This is an optimization exercise on Yosys and OpenROAD, whose aim is a short achievable clock period and few clock cycles per item, not a production implementation.
The RTL was checked by simulation tests, not by an equivalence proof against the original design.
Power and IR drop assume default switching activity.

## design/flow/run.sh

```bash
#!/bin/bash
# synth_recipe.tcl (not shown) runs the flow's synth.tcl, then flattens the netlist and writes it again
# the make line also repeats each setting of config.mk as NAME=value (left out here)
make -C /OpenROAD-flow-scripts/flow DESIGN_CONFIG=/design/flow/config.mk WORK_HOME=/design/flow/orfs CLKGATE_MAP_FILE= SYNTH_SCRIPT=/design/flow/synth_recipe.tcl finish
```

## design/flow/constraint.sdc

```tcl
create_clock -name core_clock -period 5.0 [get_ports {clk}]
set_input_delay 1.0000 -clock core_clock [delete_from_list [all_inputs] [get_ports {clk}]]
set_output_delay 1.0000 -clock core_clock [all_outputs]
set_load 0.01 [all_outputs]
```

## design/flow/design.v

```verilog
package pci_target_pkg;
	typedef logic [31:0] addr_t;                   
	typedef logic [31:0] data_t;                   
	typedef logic [3:0]  be_t;                     
	typedef logic [3:0]  cmd_t;                    
	localparam cmd_t CMD_MEM_READ      = 4'b0110;  
	localparam cmd_t CMD_MEM_WRITE     = 4'b0111;  
	localparam cmd_t CMD_MEM_READ_MULT = 4'b1100;  
	localparam cmd_t CMD_MEM_READ_LINE = 4'b1110;  
endpackage
`timescale 1ns/100ps
module pci_target #(
	parameter pci_target_pkg::addr_t BASE_ADDR = 32'h0000_1000,
	parameter int                    MEM_WORDS = 64
) (
	input  logic                  clk,
	input  logic                  rst,
	input  logic                  frame,
	input  logic                  irdy,
	input  pci_target_pkg::addr_t ad,
	input  pci_target_pkg::be_t   c_be,
	output logic                  trdy,
	output logic                  devsel,
	output logic                  stop,
	output logic                  ad_oe,
	output pci_target_pkg::data_t ad_out
);
	localparam int NW = 64;
	logic        s_idle;                           
	logic        s_other;                          
	logic        s_halt;                           
	logic        s_rdw;                            
	logic        s_data;                           
	logic        is_wr;                            
	logic        is_rd;
	logic        is_rl;
	logic [3:1]  k;                                
	logic [NW-1:0] ptr;                            
	logic [NW-1:0] wsel;
	logic [3:0]    wbe;                            
	logic [31:0]   wdat;
	logic [31:0] mem [NW];
	logic [31:0] rd_next;                          
	logic        inwin;
	logic        cmdok;
	logic        claim;
	logic        rsv;
	logic [NW-1:0] oh;
	logic        xfer;
	logic        fin;
	logic        adv;
	logic        last_next;
	always_comb
	begin
		inwin = (ad[31:8] == BASE_ADDR[31:8]);
		cmdok = (c_be == pci_target_pkg::CMD_MEM_READ) || (c_be == pci_target_pkg::CMD_MEM_WRITE) ||
			(c_be == pci_target_pkg::CMD_MEM_READ_MULT) || (c_be == pci_target_pkg::CMD_MEM_READ_LINE);
		claim = !frame && inwin && cmdok;
		rsv   = (ad[1:0] != 2'b00);
		oh    = '0;
		oh[ad[7:2]] = 1'b1;
	end
	always_comb
	begin
		rd_next = '0;
		for (int i = 0; i < NW; i++)
			rd_next = rd_next | (mem[(i + 1) % NW] & {32{ptr[i]}});
	end
	assign xfer      = s_data && !irdy;
	assign fin       = xfer && (frame || !stop);
	assign adv       = s_rdw || (xfer && !frame && stop);
	assign last_next = ptr[NW-2] || (is_rd && k[1]) || (is_rl && k[3]);
	always_ff @(posedge clk)
	begin
		if (!rst)
		begin
			s_idle  <= 1'b1;
			s_other <= 1'b0;
			s_halt  <= 1'b0;
			s_rdw   <= 1'b0;
			s_data  <= 1'b0;
			trdy    <= 1'b1;
			devsel  <= 1'b1;
			stop    <= 1'b1;
			ad_oe   <= 1'b0;
		end
		else
		begin
			if (s_idle)
			begin
				if (!frame)
				begin
					s_idle <= 1'b0;
					if (!claim)
						s_other <= 1'b1;
					else if (rsv)
					begin
						devsel <= 1'b0;
						stop   <= 1'b0;        
						s_halt <= 1'b1;
					end
					else if (c_be[0])
					begin
						devsel <= 1'b0;        
						trdy   <= 1'b0;
						stop   <= !(ad[7:2] == 6'd63);
						s_data <= 1'b1;
					end
					else
					begin
						devsel <= 1'b0;        
						ad_oe  <= 1'b1;
						s_rdw  <= 1'b1;
					end
				end
			end
			if (s_other && frame)
			begin
				s_other <= 1'b0;
				s_idle  <= 1'b1;
			end
			if (s_halt && frame)
			begin
				s_halt <= 1'b0;
				s_idle <= 1'b1;
				devsel <= 1'b1;
				stop   <= 1'b1;
			end
			if (s_rdw)
			begin
				s_rdw  <= 1'b0;
				s_data <= 1'b1;
				trdy   <= 1'b0;
			end
			if (adv)
				stop <= !last_next;
			if (fin)
			begin
				s_data <= 1'b0;
				s_idle <= 1'b1;
				trdy   <= 1'b1;
				devsel <= 1'b1;
				stop   <= 1'b1;
				ad_oe  <= 1'b0;
			end
		end
	end
	always_ff @(posedge clk)
	begin
		if (s_idle)
		begin
			is_wr <= (c_be == pci_target_pkg::CMD_MEM_WRITE);
			is_rd <= (c_be == pci_target_pkg::CMD_MEM_READ);
			is_rl <= (c_be == pci_target_pkg::CMD_MEM_READ_LINE);
			ptr   <= c_be[0] ? oh : {oh[0], oh[NW-1:1]};
			k     <= c_be[0] ? 3'b001 : 3'b000;
		end
		else if (adv)
		begin
			ptr <= {ptr[NW-2:0], ptr[NW-1]};
			k   <= {k[2:1], s_rdw};
		end
	end
	always_ff @(posedge clk)
	begin
		if (adv)
			ad_out <= rd_next;
	end
	always_ff @(posedge clk)
	begin
		wsel <= ptr & {NW{s_data && is_wr}};
		wdat <= ad;
		wbe  <= ~c_be & {4{rst && s_data && is_wr && !irdy}};
	end
	always_ff @(posedge clk)
	begin
		for (int i = 0; i < NW; i++)
			for (int b = 0; b < 4; b++)
				if (wsel[i] && wbe[b])
					mem[i][8*b +: 8] <= wdat[8*b +: 8];
	end
endmodule
```

## design/flow/config.mk

```make
export PLATFORM = sky130hd
export DESIGN_NAME = pci_target
export DESIGN_NICKNAME = pci_target
export VERILOG_FILES = /design/flow/design.v
export SDC_FILE = /design/flow/constraint.sdc
export NUM_CORES = 4
export LEC_CHECK = 0
export ABC_CLOCK_PERIOD_IN_PS = 1500
export CAP_MARGIN = 20
export CORE_MARGIN = 2
export CORE_UTILIZATION = 40
export SETUP_SLACK_MARGIN = 3.0
export SLEW_MARGIN = 20
```

==> qor.txt, run 1 <==
top area cells in the synthesized netlist - edfxtp_1, a221oi_1, a22o_1
WL met1 - 115000 um
CTS Hold Bufs - 0
H-Tree Depth - 4
drt first pass iters - 6
pin count of the biggest net entering global routing - 68
share of cells above drive strength 1 - 0.275
reg2reg start - ptr[4]
I/O Pins - 76
Initial Utilization - 0.403
status - complete, no violations
average routed wire per standard cell - 45.2 um
RSZ-0062 raised after global routing - true
Port-buffer cells - 75
worst-path fanout max - 5
global-route wire length before repair - 447000 um
synthesized flop and latch total - 2259
Synth cell types - 60
syn_area_per_cell - 18.7 sq um
Max Cap Viol - 0
Area after DPL - 0.0863 sq mm
Leak - 0.0327 uW
crit path time final - 2630 ps
Clock Skew - 34.1 ps
Hold/Removal Path Class - in -> reg
GRT Util Overall - 0.322
DP Wirelength - 192000 um
chip height - 456 um
Num CTS Buffers - 219
Setup TNS - 0 ps
highest metal used - met5
clock latency (worst-skew pair) - 880 ps
ys flop type - edfxtp_1
clock buffer depth - 3
DR vias/cell - 6.95
CTS tree - done
Post-DRT Antenna Nets - 0
flop2flop setup slack - 2370 ps
CP startpoint kind - flop
cell taking the most area after synthesis - edfxtp_1
Worst Tran Pin Value - 1130 ps
VDD IR max - 0.282 mV
routability cong. - 0.941
Critical Path AT - 3230 ps
Rows - 165
WL met2 - 149000 um
Total Wirelength - 348000 um
post-synth top area share - 0.789
via count - 53500
CP required - 5590 ps
FF/Latch Area - 0.0668 sq mm
GRT overflow - 0
Post-synth ARST share - 0
met3 wire length - 56000 um
post-route clock period utilization - 0.526
DRC viols - 0
vias in the first global route - 48500
clk sink count - 2259
Reg2Reg Depth - 6
synth warn - 2
CTS Root Cell - clkbuf_16
Post-synth EDFFs - 2150
f_max - 0.380 GHz
initial antenna violation count - 27
endpoints failing setup - 0
Synth Instances - 4371
Post-Syn Area - 0.0818 sq mm
Layout Cell Area excl Fill - 0.100 sq mm
sequential cell area fraction in the yosys report - 0.816
Setup CP Type - reg -> reg
area of the multi-input gates - 0.0166 sq mm
r2r endpoint - ad_out[15]
endpoints failing hold - 0
syn nets - 4416
hold depth - 1
Total Die Area - 0.208 sq mm
Hold Path Sink - wdat[14]
PwrDens - 413 mW/mm^2
cell with the most instances after synthesis - edfxtp_1
1st-iter DRT viols - 11400
core footprint - 0.203 sq mm
CP endpoint kind - flop
Synth top cells by count - edfxtp_1, a221oi_1, a22o_1
Max Slew Vio Count - 0
Fill cells - 16300
Max-slew headroom - 0.238
hold wc startpoint - ad[14]
Die Wd - 456 um
Nets - 4862
area delta synth->final - 22.5%
register clock-pin slew on the reported worst setup and hold paths - 60 ps
## per-stage QoR
stage	instances	utilization	worst slack, ps	total power, uW	hold slack [ps]
2_1_floorplan	4371	-	2360	22500	451
3_3_place_gp	6960	0.426	368	24200	464
3_5_place_dp	6963	0.426	1090	24200	461
4_1_cts	7590	0.484	2380	40700	190
5_1_grt	7673	0.494	2370	41900	215
6_report	7693	0.494	2370	41400	236
## worst max-delay path, cell delays in order, from the launching register on
cell and delay (ps):
edfxtp_1 550, buf_12 250, bufbuf_16 280, a22o_1 220, a221oi_2 170, nand4_1 330
or4_4 540
## cell families (layout without fill, tap and decap cells)
logic type | after synthesis | count (layout) | synth area share
AO/OA/AOI/OAI | 1119 | 1119 | 0.120
adder cells (fa/ha/maj) | 5 | 5 | 0.000765
flip-flops | 2259 | 2259 | 0.816
XOR/XNOR | 3 | 3 | 0.000321
AND/OR/NAND/NOR | 634 | 636 | 0.0467
other | 0 | 24 | 0
buffers and inverters | 351 | 975 | 0.0166
## worst max path at each step
stage,from,to,slack [ps]
after floorplan,ad[4],ptr[34],2360
after global placement,ad[13],s_rdw,370
after detailed placement,ad[11],s_rdw,1090
after CTS,ad_out[22],ad_out[22],2380
after global routing,ptr[4],ad_out[16],2370
final,ptr[4],ad_out[15],2370
## registers in the layout (all words and copies together) (netlist names)
signal,cells
mem,2048
ptr,64
wsel,64
ad_out,32
wdat,32
wbe,4
k,3
ad_oe,1
devsel,1
is_rd,1
is_rl,1
is_wr,1
s_data,1
s_halt,1
s_idle,1
s_other,1
s_rdw,1
stop,1
trdy,1
## metal layers
| layer | vias to the layer above | GRT usage |
|---|---|---|
| met2 | 5391 | 0.466 |
| met4 | 20 | 0.214 |
| li1 | 19500 | - |
| met1 | 27400 | 0.402 |
| met3 | 1262 | 0.120 |
| met5 | - | 0 |
## power by group
part           switching, uW  total, uW  internal, uW
logic                   2810       4290          1480
registers                137      20900         20800
clock network           7340      16200          8860
total                  10300      41400         31100
## cell type report
class,count,area share
antenna,24,0.000599
clock buffer,272,0.0573
clock inverter,129,0.0107
inverter,26,0.00117
multi-input combinational,1763,0.165
sequential,2259,0.667
tap,2672,0.0334
timing repair buffer,548,0.0650
## cell usage in the layout, fill, tap and decap left out, types with 42 or more instances in the layout
master        n
and3_1       65
buf_6        84
clkbuf_1     50
dfxtp_1      68
a221oi_2    195
and2_1      108
clkinv_2     42
a22o_1      506
clkbuf_16   228
edfxtp_1   2150
buf_12       94
and2_2      138
a221oi_1    281
clkinv_1     53
buf_4       245
nand4_1     144
nand2_1      56
## repair_timing
| item | in CTS | in global routing |
|---|---|---|
| buffers inserted | 209 | 71 |
| pin swaps | 115 | 93 |
| gates cloned | 17 | 8 |
| endpoints found under the setup margin | 1264 | 462 |
| endpoints found under the hold margin | 0 | 0 |
| resized for setup | 868 | 227 |
Testbench counts, summed over its fixed seeds: cycles 9,864, items 7,479.
==> run 2, diff against run 1 <==
==> design/flow/config.mk (replaced) <==
export PLATFORM = sky130hd
export DESIGN_NAME = pci_target
export DESIGN_NICKNAME = pci_target
export VERILOG_FILES = /design/flow/design.v
export SDC_FILE = /design/flow/constraint.sdc
export NUM_CORES = 4
export LEC_CHECK = 0
export ABC_CLOCK_PERIOD_IN_PS = 1200
export CAP_MARGIN = 20
export CORE_MARGIN = 2
export CORE_UTILIZATION = 55
export GPL_TIMING_DRIVEN = 1
export SETUP_SLACK_MARGIN = 3.3
export SLEW_MARGIN = 20
==> run 2 against run 1 <==
Compared with the run above:
- global-route usage is 13 points higher
- clock skew is 13 ps higher
- die area is 27% lower
- worst hold slack better by 20 ps
- worst setup slack worse by 17 ps
- still clean
- clock-buffer cell count is 33 higher
- power hardly changed
- sequential share of layout area is 0.093 points lower
- largest power group unchanged
- highest routed layer unchanged
==> qor.txt, run 2 <==
status - complete, no violations
worst-path cell chain - buf_6 -> a22o_1 -> a221oi_1 -> nand4_1 -> or4_4
Setup CP Type - reg -> reg
Total Wirelength - 351000 um
delay-heaviest family, CP - simple AND/OR/NAND/NOR gates
H-Tree Depth - 4
cell taking the most area after synthesis - edfxtp_1
crit path time final - 2650 ps
Post-synth EDFFs - 2150
VDD IR max - 0.427 mV
synth warn - 2
Post-DRT Antenna Nets - 0
CP endpoint kind - flop
CP required - 5580 ps
pin count of the biggest net entering global routing - 69
Final Power - 41300 uW
Die Wd - 390 um
Max-slew headroom - 0.203
biggest regs - mem x2048, ptr x64, wsel x64
Hold/Removal Path Class - in -> reg
average routed wire per standard cell - 50.5 um
Clock Skew - 47.2 ps
Port-buffer cells - 75
vias in the first global route - 48400
clock latency (worst-skew pair) - 880 ps
Nets - 4846
drt first pass iters - 9
global-route wire length before repair - 446000 um
Synth cell types - 60
I/O Pins - 76
f_max - 0.377 GHz
routability cong. - 0.936
register clock-pin slew on the reported worst setup and hold paths - 60 ps
CTS Root Cell - clkbuf_16
clock buffer depth - 3
RSZ-0062 raised after global routing - true
initial antenna violation count - 40
1st-iter DRT viols - 10800
CTS Hold Bufs - 0
Worst Tran Pin Value - 1200 ps
Synth top cells by count - edfxtp_1, a221oi_1, a22o_1
commonest non-fill, non-tap cells in the layout - edfxtp_1, a22o_1, a221oi_2, clkbuf_16, buf_4
PwrDens - 412 mW/mm^2
DRC viols - 0
Num CTS Buffers - 218
Synth Instances - 4371
critical path's slowest cell - or4_4
Fill cells - 9436
commonest non-fill, non-tap cell in the layout - edfxtp_1
GRT Util Overall - 0.449
sequential cell area fraction in the yosys report - 0.816
max FFs per register - 2048
share of cells above drive strength 1 - 0.319
CTS tree - done
GRT overflow - 0
core footprint - 0.148 sq mm
DR vias/cell - 7.79
Leak - 0.0330 uW
worst-path fanout max - 15
CP startpoint kind - flop
DP Wirelength - 192000 um
ys flop type - edfxtp_1
synthesized flop and latch total - 2259
syn_area_per_cell - 18.7 sq um
WP buf/inv - 1
syn nets - 4416
Total Die Area - 0.152 sq mm
endpoints failing setup - 0
Setup TNS - 0 ps
cell with the most instances after synthesis - edfxtp_1
area delta synth->final - 22.7%
CP max stage delay - 670 ps
Initial Utilization - 0.554
via count - 54100
Critical Path AT - 3230 ps
top area cells in the synthesized netlist - edfxtp_1, a221oi_1, a22o_1
endpoints failing hold - 0
clk sink count - 2259
Max Slew Vio Count - 0
Rows - 141
Max Cap Viol - 0
Post-Syn Area - 0.0818 sq mm
post-route clock period utilization - 0.530
Top reg by flops - mem
chip height - 390 um
post-synth top area share - 0.789
Post-synth ARST share - 0
[run 2: cell counts after synthesis]
Identical to the previous run, type by type.
[run 2: worst paths after layout]
path	cells past startpoint	slack [ps]	endpoint	start
max	5	2350	ad_out[17]	ptr[42]
min	1	260	wdat[14]	ad[14]
max reg2reg	5	2350	ad_out[17]	ptr[42]
min reg2reg	2	470	ad_oe	ad_oe
[run 2: metal layers]
layer / up-vias / global-route usage / wire, um
met3: 1349 / 0.148 / 57200
met4: 28 / 0.270 / 27000
li1: 19500 / - / -
met1: 27500 / 0.598 / 117000
met5: - / 0.00255 / 244
met2: 5790 / 0.647 / 149000
[run 2: report_power, final]
group          internal, uW  total, uW  switching [uW]
clock                  8910      16100            7180
combinational          1460       4320            2860
sequential            20800      20900             171
total                 31100      41300           10200
[run 2: cells by family (layout without fill, tap and decap cells)]
group,Yosys count,count (layout),share of synthesized area
other,0,32,0
DFF,2259,2259,0.816
adders and majority gates,5,5,0.000765
AOI/OAI and AO/OA,1119,1119,0.120
xor gates and xnor gates,3,3,0.000321
and+or+nand+nor,634,642,0.0467
buffers and inverters,351,955,0.0166
[run 2: what timing repair did]
item / 4_1_cts / 5_1_grt
hold endpoints to repair: 0 / 0
pin swaps: 158 / 128
resized for setup: 1009 / 199
endpoints found under the setup margin: 2234 / 437
buffers inserted: 196 / 72
cloned: 25 / 6
[run 2: final cells by class]
class	count	area, sq um	share of cell area
repair buffers	527	6170	0.0615
clock buffers	305	6140	0.0611
flip-flops and latches	2259	66800	0.666
well taps	1930	2410	0.0241
diodes	32	80.1	0.000798
clock inverters	97	671	0.00668
multi-input cells	1769	17900	0.179
inverters	26	128	0.00127
[run 2: stage by stage]
| step | cell area (sq um) | setup slack (ps) | util | cells | hold slack (ps) |
|---|---|---|---|---|---|
| CTS | 98500 | 2450 | 0.667 | 6835 | 220 |
| finish | 100000 | 2350 | 0.680 | 6945 | 255 |
| floorplan | 84700 | 2360 | - | 4371 | 451 |
| global placement | 86700 | 643 | 0.587 | 6208 | 457 |
| global route | 100000 | 2410 | 0.679 | 6919 | 252 |
| detailed placement | 86800 | 966 | 0.588 | 6212 | 448 |
==> run 3, diff against run 2 <==
--- a/design/flow/design.v
+++ b/design/flow/design.v
@@ -26,26 +26,35 @@
 	output pci_target_pkg::data_t ad_out
 );
 	localparam int NW = 64;
+	localparam int NR = 16;                        
 	logic        s_idle;                           
 	logic        s_other;                          
 	logic        s_halt;                           
 	logic        s_rdw;                            
 	logic        s_data;                           
-	logic        is_wr;                            
-	logic        is_rd;
+	logic        is_rd;                            
 	logic        is_rl;
+	logic        is_wr;
 	logic [3:1]  k;                                
-	logic [NW-1:0] ptr;                            
+	logic [NW-1:0] wp;                             
+	logic [3:0]    bp;                             
+	logic [NR-1:0] rp [4];                         
+	logic [31:0]   bw [4];                         
+	logic [31:0]   cur;                            
 	logic [NW-1:0] wsel;
 	logic [3:0]    wbe;                            
 	logic [31:0]   wdat;
 	logic [31:0] mem [NW];
-	logic [31:0] rd_next;                          
 	logic        inwin;
 	logic        cmdok;
 	logic        claim;
 	logic        rsv;
-	logic [NW-1:0] oh;
+	logic [NW-1:0] oh;                             
+	logic [NR-1:0] ohr;                            
+	logic [3:0]    ohb;                            
+	logic [31:0]   bw_r [4];                       
+	logic [31:0]   first;                          
+	logic [31:0]   nxt;                            
 	logic        xfer;
 	logic        fin;
 	logic        adv;
@@ -59,17 +68,31 @@
 		rsv   = (ad[1:0] != 2'b00);
 		oh    = '0;
 		oh[ad[7:2]] = 1'b1;
+		ohr   = '0;
+		ohr[ad[7:4]] = 1'b1;
+		ohb   = '0;
+		ohb[ad[3:2]] = 1'b1;
 	end
 	always_comb
 	begin
-		rd_next = '0;
-		for (int i = 0; i < NW; i++)
-			rd_next = rd_next | (mem[(i + 1) % NW] & {32{ptr[i]}});
+		for (int b = 0; b < 4; b++)
+		begin
+			bw_r[b] = '0;
+			for (int r = 0; r < NR; r++)
+				bw_r[b] = bw_r[b] | (mem[4*r + b] & {32{rp[b][r]}});
+		end
+		first = '0;
+		nxt   = '0;
+		for (int b = 0; b < 4; b++)
+		begin
+			first = first | (bw_r[b] & {32{bp[b]}});
+			nxt   = nxt | (bw[b] & {32{bp[b]}});
+		end
 	end
 	assign xfer      = s_data && !irdy;
 	assign fin       = xfer && (frame || !stop);
 	assign adv       = s_rdw || (xfer && !frame && stop);
-	assign last_next = ptr[NW-2] || (is_rd && k[1]) || (is_rl && k[3]);
+	assign last_next = wp[NW-2] || (is_rd && k[1]) || (is_rl && k[3]);
 	always_ff @(posedge clk)
 	begin
 		if (!rst)
@@ -109,7 +132,6 @@
 					else
 					begin
 						devsel <= 1'b0;        
-						ad_oe  <= 1'b1;
 						s_rdw  <= 1'b1;
 					end
 				end
@@ -131,6 +153,7 @@
 				s_rdw  <= 1'b0;
 				s_data <= 1'b1;
 				trdy   <= 1'b0;
+				ad_oe  <= 1'b1;
 			end
 			if (adv)
 				stop <= !last_next;
@@ -149,26 +172,48 @@
 	begin
 		if (s_idle)
 		begin
-			is_wr <= (c_be == pci_target_pkg::CMD_MEM_WRITE);
 			is_rd <= (c_be == pci_target_pkg::CMD_MEM_READ);
 			is_rl <= (c_be == pci_target_pkg::CMD_MEM_READ_LINE);
-			ptr   <= c_be[0] ? oh : {oh[0], oh[NW-1:1]};
+			is_wr <= (c_be == pci_target_pkg::CMD_MEM_WRITE);
+			wp    <= c_be[0] ? oh : {oh[0], oh[NW-1:1]};
 			k     <= c_be[0] ? 3'b001 : 3'b000;
+			bp    <= ohb;
+			for (int b = 0; b < 4; b++)
+				rp[b] <= (b >= ad[3:2]) ? ohr : {ohr[NR-2:0], ohr[NR-1]};
 		end
 		else if (adv)
 		begin
-			ptr <= {ptr[NW-2:0], ptr[NW-1]};
-			k   <= {k[2:1], s_rdw};
-		end
-	end
-	always_ff @(posedge clk)
-	begin
-		if (adv)
-			ad_out <= rd_next;
-	end
-	always_ff @(posedge clk)
-	begin
-		wsel <= ptr & {NW{s_data && is_wr}};
+			wp <= {wp[NW-2:0], wp[NW-1]};
+			bp <= {bp[2:0], bp[3]};
+			k  <= {k[2:1], s_rdw};
+			for (int b = 0; b < 4; b++)
+				if (bp[b] && !is_wr)
+					rp[b] <= {rp[b][NR-2:0], rp[b][NR-1]};
+		end
+	end
+	always_ff @(posedge clk)
+	begin
+		for (int b = 0; b < 4; b++)
+			bw[b] <= bw_r[b];
+		if (s_rdw)
+		begin
+			ad_out <= first;
+			cur    <= first;
+		end
+		else if (adv)
+		begin
+			ad_out <= nxt;
+			cur    <= nxt;
+		end
+		else
+		begin
+			ad_out <= cur;
+			cur    <= s_data ? cur : 32'h0;
+		end
+	end
+	always_ff @(posedge clk)
+	begin
+		wsel <= wp & {NW{s_data && is_wr}};
 		wdat <= ad;
 		wbe  <= ~c_be & {4{rst && s_data && is_wr && !irdy}};
 	end
==> design/flow/config.mk (replaced) <==
export PLATFORM = sky130hd
export DESIGN_NAME = pci_target
export DESIGN_NICKNAME = pci_target
export VERILOG_FILES = /design/flow/design.v
export SDC_FILE = /design/flow/constraint.sdc
export NUM_CORES = 4
export LEC_CHECK = 0
export ABC_CLOCK_PERIOD_IN_PS = 1500
export CAP_MARGIN = 20
export CORE_MARGIN = 2
export CORE_UTILIZATION = 40
export SETUP_SLACK_MARGIN = 2.7
export SLEW_MARGIN = 20
==> run 3 against run 2 <==
Compared with the run above:
- still clean on timing, DRC and antenna
- wire length is 16% lower
- register-to-register slack better by 190 ps
- clock power is 11% higher
- sequential power is 11% higher
- area after synthesis is 10% higher
- utilization is 20 points lower
- critical path depth is 4 lower
- final cell count is 25% higher
- via count is 1.2% lower
- combinational power is 7.4% lower
- clock-buffer cell count is 22 higher
- critical endpoint is now devsel
- largest cell class unchanged
- largest power group unchanged
- highest routed layer unchanged
==> qor.txt, run 3 <==
status - complete, no violations
Leak - 0.0357 uW
cell taking the most area after synthesis - edfxtp_1
Final WS setup - 2530 ps
dpl ws - 943 ps
Setup TNS - 0 ps
vias in the first global route - 50700
ys flop type - edfxtp_1
routability cong. - 0.905
Fill cells - 18400
Port-buffer cells - 75
CP startpoint kind - flop
Rows - 174
Post-synth EDFFs - 2218
synthesized flop and latch total - 2487
register clock-pin slew on the reported worst setup and hold paths - 70 ps
clock latency (worst-skew pair) - 920 ps
Max-slew headroom - 0.242
Initial Utilization - 0.402
f_max - 0.404 GHz
Setup CP Type - reg -> out
critical path's slowest cell - dfxtp_4
global-route wire length before repair - 405000 um
1st-iter DRT viols - 7665
clk sink count - 2487
worst-path cell chain - buf_6
GRT overflow - 0
commonest non-fill, non-tap cells in the layout - edfxtp_1, a22o_1, a221oi_1, and2_1, clkbuf_16
GRT Util Overall - 0.250
Total Die Area - 0.229 sq mm
VDD IR max - 0.334 mV
endpoints failing setup - 0
post-route clock period utilization - 0.495
Max Cap Viol - 0
clock buffer depth - 3
pin count of the biggest net entering global routing - 72
post-synth top area share - 0.739
Top reg by flops - mem
endpoints failing hold - 0
chip height - 479 um
Worst Tran Pin Value - 1140 ps
cell with the most instances after synthesis - edfxtp_1
Synth Instances - 5139
via count - 53400
Nets - 5485
H-Tree Depth - 4
commonest non-fill, non-tap cell in the layout - edfxtp_1
I/O Pins - 76
core footprint - 0.224 sq mm
DRC viols - 0
biggest regs - mem x2048, bw x128
CTS Hold Bufs - 0
Clock Skew - 94.8 ps
CTS Root Cell - clkbuf_16
syn_area_per_cell - 17.5 sq um
DP Wirelength - 181000 um
Synth top cells by count - edfxtp_1, a22o_1, a221oi_1
delay-heaviest family, CP - flip-flops
PwrDens - 417 mW/mm^2
drt first pass iters - 6
WP buf/inv - 1
Num CTS Buffers - 236
Total Wirelength - 295000 um
RSZ-0062 raised after global routing - true
Max Slew Vio Count - 0
max FFs per register - 2048
DR vias/cell - 6.17
top area cells in the synthesized netlist - edfxtp_1, dfxtp_1, a22o_1
average routed wire per standard cell - 34.0 um
Die Wd - 479 um
CP max stage delay - 430 ps
Critical Path AT - 1470 ps
share of cells above drive strength 1 - 0.217
Post-Syn Area - 0.0902 sq mm
area delta synth->final - 19.3%
Hold/Removal Path Class - in -> reg
CP endpoint kind - output port
worst-path fanout max - 2
Final Core Density - 0.479
crit path time final - 2470 ps
CP required - 4000 ps
sequential cell area fraction in the yosys report - 0.798
initial antenna violation count - 41
synth warn - 5
Synth cell types - 55
Post-DRT Antenna Nets - 0
Post-synth ARST share - 0
CTS tree - done
syn nets - 5190
[run 3: power breakdown]
group          internal, uW  total, uW  switching (uW)
registers             22800      23100             287
logic                  1430       4000            2570
clock network          9940      17800            7870
total                 34200      44900           10700
[run 3: cell families (layout without fill, tap and decap cells)]
logic type / Yosys count / after routing / synth area share
AOI/OAI and AO/OA: 1350 / 1350 / 0.126
buffers and inverters: 432 / 939 / 0.0184
other: 0 / 19 / 0
DFF: 2487 / 2487 / 0.798
muxes: 39 / 39 / 0.00476
adders and majority gates: 11 / 11 / 0.00153
xor gates and xnor gates: 6 / 6 / 0.000666
and+or+nand+nor: 814 / 815 / 0.0505
[run 3: worst paths after layout]
check,start,end,slack [ps],cells after the start
hold reg to reg,cur[20],ad_out[20],460,2
hold / removal,ad[4],wdat[4],390,1
setup reg to reg,rp[1][15],ad_out[23],2540,10
setup / recovery,devsel,devsel,2530,1
[run 3: per-layer routing]
metal  track usage  vias to the layer above  share of wire
met3        0.0670                      510           0.12
met1         0.347                    28000           0.39
li1              -                    21900              -
met4        0.0786                       28          0.033
met5             0                        -        0.00063
met2         0.383                     3068           0.46
[run 3: per-stage QoR]
stage / power, uW / instances / cell area, sq um / hold slack (ps)
after CTS: 44600 / 8608 / 106000 / 351
after detailed placement: 26700 / 7970 / 94700 / 452
final: 44900 / 8658 / 108000 / 394
after floorplan: 25200 / 5139 / 90600 / 430
after global placement: 26700 / 7968 / 94700 / 449
after global routing: 45900 / 8646 / 108000 / 367
[run 3: layout make-up]
cell class / instances / area [sq um] / share of cell area
flip-flops and latches: 2487 / 72100 / 0.670
multi-input cells: 2221 / 19400 / 0.180
clock buffers: 327 / 6520 / 0.0606
repair buffers: 433 / 4450 / 0.0413
well taps: 2992 / 3740 / 0.0348
clock inverters: 124 / 1140 / 0.0106
inverters: 55 / 211 / 0.00197
diodes: 19 / 47.5 / 0.000442
[run 3: what timing repair did]
item                                    4_1_cts  5_1_grt
hold endpoints to repair                      0        0
gates cloned                                  1        5
resized for setup                           593      255
setup buffers                               186       26
endpoints found under the setup margin      484      258
pin swaps                                   133       73
Testbench counts of run 3, summed over its fixed seeds: cycles 9,864, items 7,479.

[afterwards: timing with drivers on the ports]
How much do the figures lean on ideal ports? The routed layouts below were timed once more, with nothing changed but the port constraints.
Step 1 sets driving cells, clkbuf_16 on the clock port and buf_2 on the other inputs (assumed; they add their load-dependent delay and slew).
Step 2, shift: input delay + t, output delay - t, t = (earliest + latest rising clock arrival at the registers) / 2. This alone moves slack from input paths to output paths.
Slacks: no drivers / after step 1 / after step 2; pairs: no drivers / after step 1.
| run | t (ns) | setup WS [ns] | hold WS [ns] | worst setup path at the end | cell pins on the clock port's net |
|---|---|---|---|---|---|
| run 1 | 0.950 | 2.368 / 2.329 / 1.572 | 0.236 / 0.184 / 0.473 | input to register | 1 |
| run 2 | 0.936 | 2.351 / 2.351 / 1.997 | 0.255 / 0.209 / 0.473 | input to register | 1 |
| run 3 | 0.950 | 2.525 / 2.443 / 1.798 | 0.394 / 0.358 / 0.461 | input to register | 1 |
After both steps setup and hold are still met in every run listed. For run 1, which loses most, drivers alone change the setup slack by -0.039 ns; drivers and shift together by -0.796 ns.
